What follows belongs to an exercise in optimizing a design on an open flow for small area, a short achievable clock period and few clock cycles; a production flow would make more cautious choices.
Only simulation tests tie the RTL to the original design; equivalence was not proved.
Power and IR drop assume default switching activity.

==> pepper <==
Design cpu_top, start of the top module:
module cpu_top #(
	parameter int MEM_DEPTH = 256
) (
	input  logic       clk,
	input  logic       rst,
	input  logic       run,
	input  logic       load_we,
	input  logic [7:0] load_addr,
	input  logic [7:0] load_data,
	output logic [7:0] port_out,
	output logic       port_strobe,
	output logic       halted
);
clock: 10.0 ns
lec_check: 0
abc_area: 1
cap_margin: 20
core_margin: 2
core_utilization: 40
setup_slack_margin: 5
slew_margin: 20
run.sh (not shown) runs the stock make flow with config.mk's settings and CLKGATE_MAP_FILE= SYNTH_SCRIPT=/design/flow/synth_recipe.tcl, a recipe that flattens the netlist after the stock synthesis.
==> willow (differences from pepper) <==
--- a/flow/design.v
+++ b/flow/design.v
@@ -77,10 +77,27 @@
 		endcase
 	endfunction
 	function automatic logic is_store(input logic [7:0] op);
 		is_store = (op == cpu_pkg::OP_STX) || (op == cpu_pkg::OP_STY) || (op == cpu_pkg::OP_STZ) || (op == cpu_pkg::OP_STA);
 	endfunction
+	function automatic logic jump_or_read(input logic [7:0] op);
+		case (op)
+			cpu_pkg::OP_LDX, cpu_pkg::OP_LDY, cpu_pkg::OP_LDZ, cpu_pkg::OP_LDA,
+			cpu_pkg::OP_ADD, cpu_pkg::OP_SUB, cpu_pkg::OP_CMP,
+			cpu_pkg::OP_JMP, cpu_pkg::OP_JZS, cpu_pkg::OP_JZC, cpu_pkg::OP_JCS, cpu_pkg::OP_JCC, cpu_pkg::OP_JSR: jump_or_read = 1'b1;
+			default: jump_or_read = 1'b0;
+		endcase
+	endfunction
+	function automatic logic [6:0] even_word(input logic [7:0] a);
+		even_word[0] = a[1] ^ (&a[0:0]);
+		even_word[1] = a[2] ^ (&a[1:0]);
+		even_word[2] = a[3] ^ (&a[2:0]);
+		even_word[3] = a[4] ^ (&a[3:0]);
+		even_word[4] = a[5] ^ (&a[4:0]);
+		even_word[5] = a[6] ^ (&a[5:0]);
+		even_word[6] = a[7] ^ (&a[6:0]);
+	endfunction
 	function automatic logic is_cond(input logic [7:0] op);
 		is_cond = (op == cpu_pkg::OP_JZS) || (op == cpu_pkg::OP_JZC) || (op == cpu_pkg::OP_JCS) || (op == cpu_pkg::OP_JCC);
 	endfunction
 	function automatic logic cond_true(input logic [7:0] op, input logic c, input logic z);
 		case (op)
@@ -93,17 +110,17 @@
 	endfunction
 	logic       started_q, halted_q;
 	logic [7:0] pc_q;		 
 	logic [6:0] ie_q;		 
 	logic [7:0] r_q;		 
-	logic       d_valid, d_fw;
+	logic       d_valid, d_fw, d_stale;	 
 	logic       d_pz, d_pc_, d_ppol;	 
 	logic [7:0] d_op, d_arg, d_pc, d_rold;
 	logic [6:0] d_ie;
 	logic       e_st, e_wx, e_wy, e_wz, e_wa, e_inz, e_dez, e_clz;
 	logic       e_add, e_sub, e_cmp, e_lsl, e_lsr, e_rol, e_ror, e_cla, e_clc;
-	logic       e_out, e_hlt;
+	logic       e_out;
 	logic [7:0] e_arg, e_src;
 	logic [7:0] x_q, y_q, z_q, a_q;
 	logic       c_q, zf_q;
 	logic [7:0] port_q;
 	logic       strobe_q;
@@ -170,38 +187,46 @@
 	assign mem_we    = lw_q || e_st;
 	assign mem_waddr = lw_q ? la_q : e_arg;
 	assign mem_wdata = lw_q ? ld_q : e_src;
 	logic [7:0] d_data, d_src;
 	logic [6:0] d_arg_ie;
-	logic       d_br_taken, haz_d, e_next;
+	logic       d_br_taken, haz_d, e_next, d_hit, d_hit_op, d_hit_arg, d_late;
+	logic [7:0] d_argv;
 	assign d_data   = (e_st && e_arg == d_arg) ? e_src : dd;	 
 	assign d_arg_ie = d_arg[7:1] + {6'd0, d_arg[0]};
 	assign d_br_taken = (d_pz && (nzf == d_ppol)) || (d_pc_ && (nc == d_ppol));
-	assign haz_d    = e_st && d_valid && (e_arg[0] ? (e_arg[7:1] == d_pc[7:1]) : (e_arg[7:1] == d_ie));
-	assign e_next   = d_valid && !haz_d && !halted_q && !e_hlt;
+	assign d_hit    = e_st && d_valid && (e_arg[0] ? (e_arg[7:1] == d_pc[7:1]) : (e_arg[7:1] == d_ie));
+	assign d_hit_op = d_hit && (e_arg[0] == d_pc[0]);
+	assign d_hit_arg = d_hit && (e_arg[0] != d_pc[0]);
+	assign d_late   = jump_or_read(d_op);
+	assign haz_d    = d_hit_op || ((d_hit_arg || d_stale) && d_late);
+	assign d_argv   = d_hit_arg ? e_src : d_arg;	 
+	assign e_next   = d_valid && !haz_d && !halted_q;
 	always_comb begin
 		case (d_op)
 			cpu_pkg::OP_ADX, cpu_pkg::OP_SUX, cpu_pkg::OP_CPX, cpu_pkg::OP_TXA, cpu_pkg::OP_OTX, cpu_pkg::OP_STX: d_src = nx;
 			cpu_pkg::OP_ADY, cpu_pkg::OP_SUY, cpu_pkg::OP_CPY, cpu_pkg::OP_TYA, cpu_pkg::OP_OTY, cpu_pkg::OP_STY: d_src = ny;
 			cpu_pkg::OP_ADZ, cpu_pkg::OP_SUZ, cpu_pkg::OP_CPZ, cpu_pkg::OP_TZA, cpu_pkg::OP_OTZ, cpu_pkg::OP_STZ: d_src = nz;
 			cpu_pkg::OP_TAX, cpu_pkg::OP_TAY, cpu_pkg::OP_TAZ, cpu_pkg::OP_OTA, cpu_pkg::OP_STA: d_src = na;
 			cpu_pkg::OP_LDX, cpu_pkg::OP_LDY, cpu_pkg::OP_LDZ, cpu_pkg::OP_LDA, cpu_pkg::OP_ADD, cpu_pkg::OP_SUB, cpu_pkg::OP_CMP: d_src = d_data;
 			cpu_pkg::OP_CLO: d_src = 8'd0;
-			default: d_src = d_arg;	 
+			default: d_src = d_argv;	 
 		endcase
 	end
-	logic       go, haz_f, f_cond, f_taken, f_jump, f_rsr, f_two, f_jsr;
+	logic       go, haz_f, f_hit, f_hit_arg, f_cond, f_taken, f_jump, f_rsr, f_two, f_jsr;
 	logic [7:0] op_f, arg_f, pc_p1, pc_p2;
 	logic [6:0] arg_ie, r_ie;
 	assign go     = started_q || run;
 	assign op_f   = pc_q[0] ? fo : fe;
 	assign arg_f  = pc_q[0] ? fe : fo;
 	assign pc_p1  = pc_q + 8'd1;
 	assign pc_p2  = pc_q + 8'd2;
-	assign arg_ie = arg_f[7:1] + {6'd0, arg_f[0]};
+	assign arg_ie = even_word(arg_f);
 	assign r_ie   = r_q[7:1] + {6'd0, r_q[0]};
-	assign haz_f  = mem_we && (mem_waddr[0] ? (mem_waddr[7:1] == pc_q[7:1]) : (mem_waddr[7:1] == ie_q));
+	assign f_hit  = mem_we && (mem_waddr[0] ? (mem_waddr[7:1] == pc_q[7:1]) : (mem_waddr[7:1] == ie_q));
+	assign haz_f  = f_hit && (mem_waddr[0] == pc_q[0]);	 
+	assign f_hit_arg = f_hit && (mem_waddr[0] != pc_q[0]);
 	assign f_cond = is_cond(op_f);
 	assign f_jsr  = (op_f == cpu_pkg::OP_JSR);
 	assign f_rsr  = (op_f == cpu_pkg::OP_RSR);
 	assign f_two  = two_byte(op_f);
 	assign f_taken = f_cond && !d_fw && cond_true(op_f, nc, nzf);
@@ -211,18 +236,20 @@
 			started_q <= 1'b0;
 			pc_q      <= 8'd0;
 			ie_q      <= 7'd0;
 			r_q       <= 8'd0;
 			d_valid   <= 1'b0;
+			d_stale   <= 1'b0;
 			d_fw      <= 1'b0;
 			d_pz      <= 1'b0;
 			d_pc_     <= 1'b0;
 		end else begin
 			started_q <= started_q || run;
 			d_pz  <= 1'b0;
 			d_pc_ <= 1'b0;
 			d_fw  <= 1'b0;
+			d_stale <= 1'b0;
 			if (haz_d) begin
 				pc_q    <= d_pc;	 
 				ie_q    <= d_ie;
 				r_q     <= d_rold;
 				d_valid <= 1'b0;
@@ -232,10 +259,11 @@
 				d_valid <= 1'b0;
 			end else if (haz_f || !go) begin
 				d_valid <= 1'b0;
 			end else begin
 				d_valid <= 1'b1;
+				d_stale <= f_hit_arg;
 				d_fw    <= flag_writer(op_f);
 				d_pz    <= d_fw && (op_f == cpu_pkg::OP_JZS || op_f == cpu_pkg::OP_JZC);
 				d_pc_   <= d_fw && (op_f == cpu_pkg::OP_JCS || op_f == cpu_pkg::OP_JCC);
 				if (f_jump) begin
 					pc_q <= arg_f;
@@ -256,23 +284,23 @@
 			end
 		end
 	end
 	always_ff @(posedge clk) begin
 		d_op   <= op_f;	 
-		d_arg  <= arg_f;
+		d_arg  <= f_hit_arg ? mem_wdata : arg_f;
 		d_pc   <= pc_q;
 		d_ie   <= ie_q;
 		d_rold <= r_q;
 		d_ppol <= !op_f[0];	 
-		e_arg <= d_arg;
+		e_arg <= d_argv;
 		e_src <= d_src;
 	end
 	always_ff @(posedge clk) begin
 		if (rst) begin
 			{e_st, e_wx, e_wy, e_wz, e_wa, e_inz, e_dez, e_clz} <= '0;
 			{e_add, e_sub, e_cmp, e_lsl, e_lsr, e_rol, e_ror, e_cla, e_clc} <= '0;
-			{e_out, e_hlt} <= '0;
+			e_out <= 1'b0;
 		end else begin
 			e_st  <= e_next && is_store(d_op);
 			e_wx  <= e_next && (d_op == cpu_pkg::OP_LDX || d_op == cpu_pkg::OP_LIX || d_op == cpu_pkg::OP_TAX);
 			e_wy  <= e_next && (d_op == cpu_pkg::OP_LDY || d_op == cpu_pkg::OP_LIY || d_op == cpu_pkg::OP_TAY);
 			e_wz  <= e_next && (d_op == cpu_pkg::OP_LDZ || d_op == cpu_pkg::OP_LIZ || d_op == cpu_pkg::OP_TAZ);
@@ -293,11 +321,10 @@
 			e_ror <= e_next && (d_op == cpu_pkg::OP_ROR);
 			e_cla <= e_next && (d_op == cpu_pkg::OP_CLA);
 			e_clc <= e_next && (d_op == cpu_pkg::OP_CLC);
 			e_out <= e_next && (d_op == cpu_pkg::OP_CLO || d_op == cpu_pkg::OP_OTX || d_op == cpu_pkg::OP_OTY ||
 			                    d_op == cpu_pkg::OP_OTZ || d_op == cpu_pkg::OP_OTA);
-			e_hlt <= e_next && (d_op == cpu_pkg::OP_HLT);
 		end
 	end
 	always_ff @(posedge clk) begin
 		if (rst) begin
 			x_q      <= 8'd0;
@@ -316,11 +343,11 @@
 			a_q      <= na;
 			c_q      <= nc;
 			zf_q     <= nzf;
 			strobe_q <= e_out;
 			if (e_out) port_q <= e_src;
-			if (e_hlt) halted_q <= 1'b1;
+			if (e_next && d_op == cpu_pkg::OP_HLT) halted_q <= 1'b1;	 
 		end
 	end
 	assign port_out    = port_q;
 	assign port_strobe = strobe_q;
 	assign halted      = halted_q;
==> flow/flow/run.sh (new file) <==
#!/bin/bash
export SETUP_SLACK_MARGIN=6
bash standard.sh > standard.log 2>&1
==> flow/standard.sh (new file) <==
#!/bin/bash
# synth_recipe.tcl (not shown) runs the flow's synth.tcl, then flattens the netlist and writes it again
# the make line also repeats each setting of config.mk as NAME=value (left out here)
make -C /OpenROAD-flow-scripts/flow DESIGN_CONFIG=/design/flow/config.mk WORK_HOME=/design/flow/orfs CLKGATE_MAP_FILE= SYNTH_SCRIPT=/design/flow/synth_recipe.tcl "${@:-finish}"
--- a/flow/config.mk
+++ b/flow/config.mk
@@ -6,8 +6,8 @@
 export NUM_CORES = 4
 export LEC_CHECK = 0
 export ABC_AREA = 1
 export CAP_MARGIN = 20
 export CORE_MARGIN = 2
-export CORE_UTILIZATION = 40
-export SETUP_SLACK_MARGIN = 5
+export CORE_UTILIZATION = 55
 export SLEW_MARGIN = 20
+export TNS_END_PERCENT = 20
removed: flow/run.sh
==> notes <==
Maximum frequency: willow is higher than pepper (15%). Of pepper and willow, pepper has the higher clock power (gap 3.3%, measured against willow). Between pepper and willow, the lower non-clock buffer count is in pepper (gap 204). Against willow, the routed wire length of pepper is smaller by 5.4%.
Testbench counts of pepper, summed over its fixed seeds: cycles 29,957.
Testbench counts of willow, summed over its fixed seeds: cycles 29,414.

==> what the ideal ports hide <==
No port has a modelled driver above. Below, the same layouts with a new extraction and two added sets of constraints. Step 1: set_driving_cell puts a clkbuf_16 on clk and a buf_2 on each other input, an assumption about the parent block. Step 2 also shifts input and output timing later by t, the mid clock arrival at the registers, as if the neighbouring blocks saw the same clock. Three values: ideal ports, drivers, drivers and shift; two values: the first two.
run | shift t [ns] | slack for setup (ns) | worst setup path at the end | worst register clock-pin slew, ns
pepper | 1.026 | 4.831 / 4.831 / 4.831 | register to register | 0.07 / 0.07
willow | 0.993 | 5.519 / 5.519 / 5.519 | register to register | 0.07 / 0.07
After both steps setup and hold are still met in every run listed.
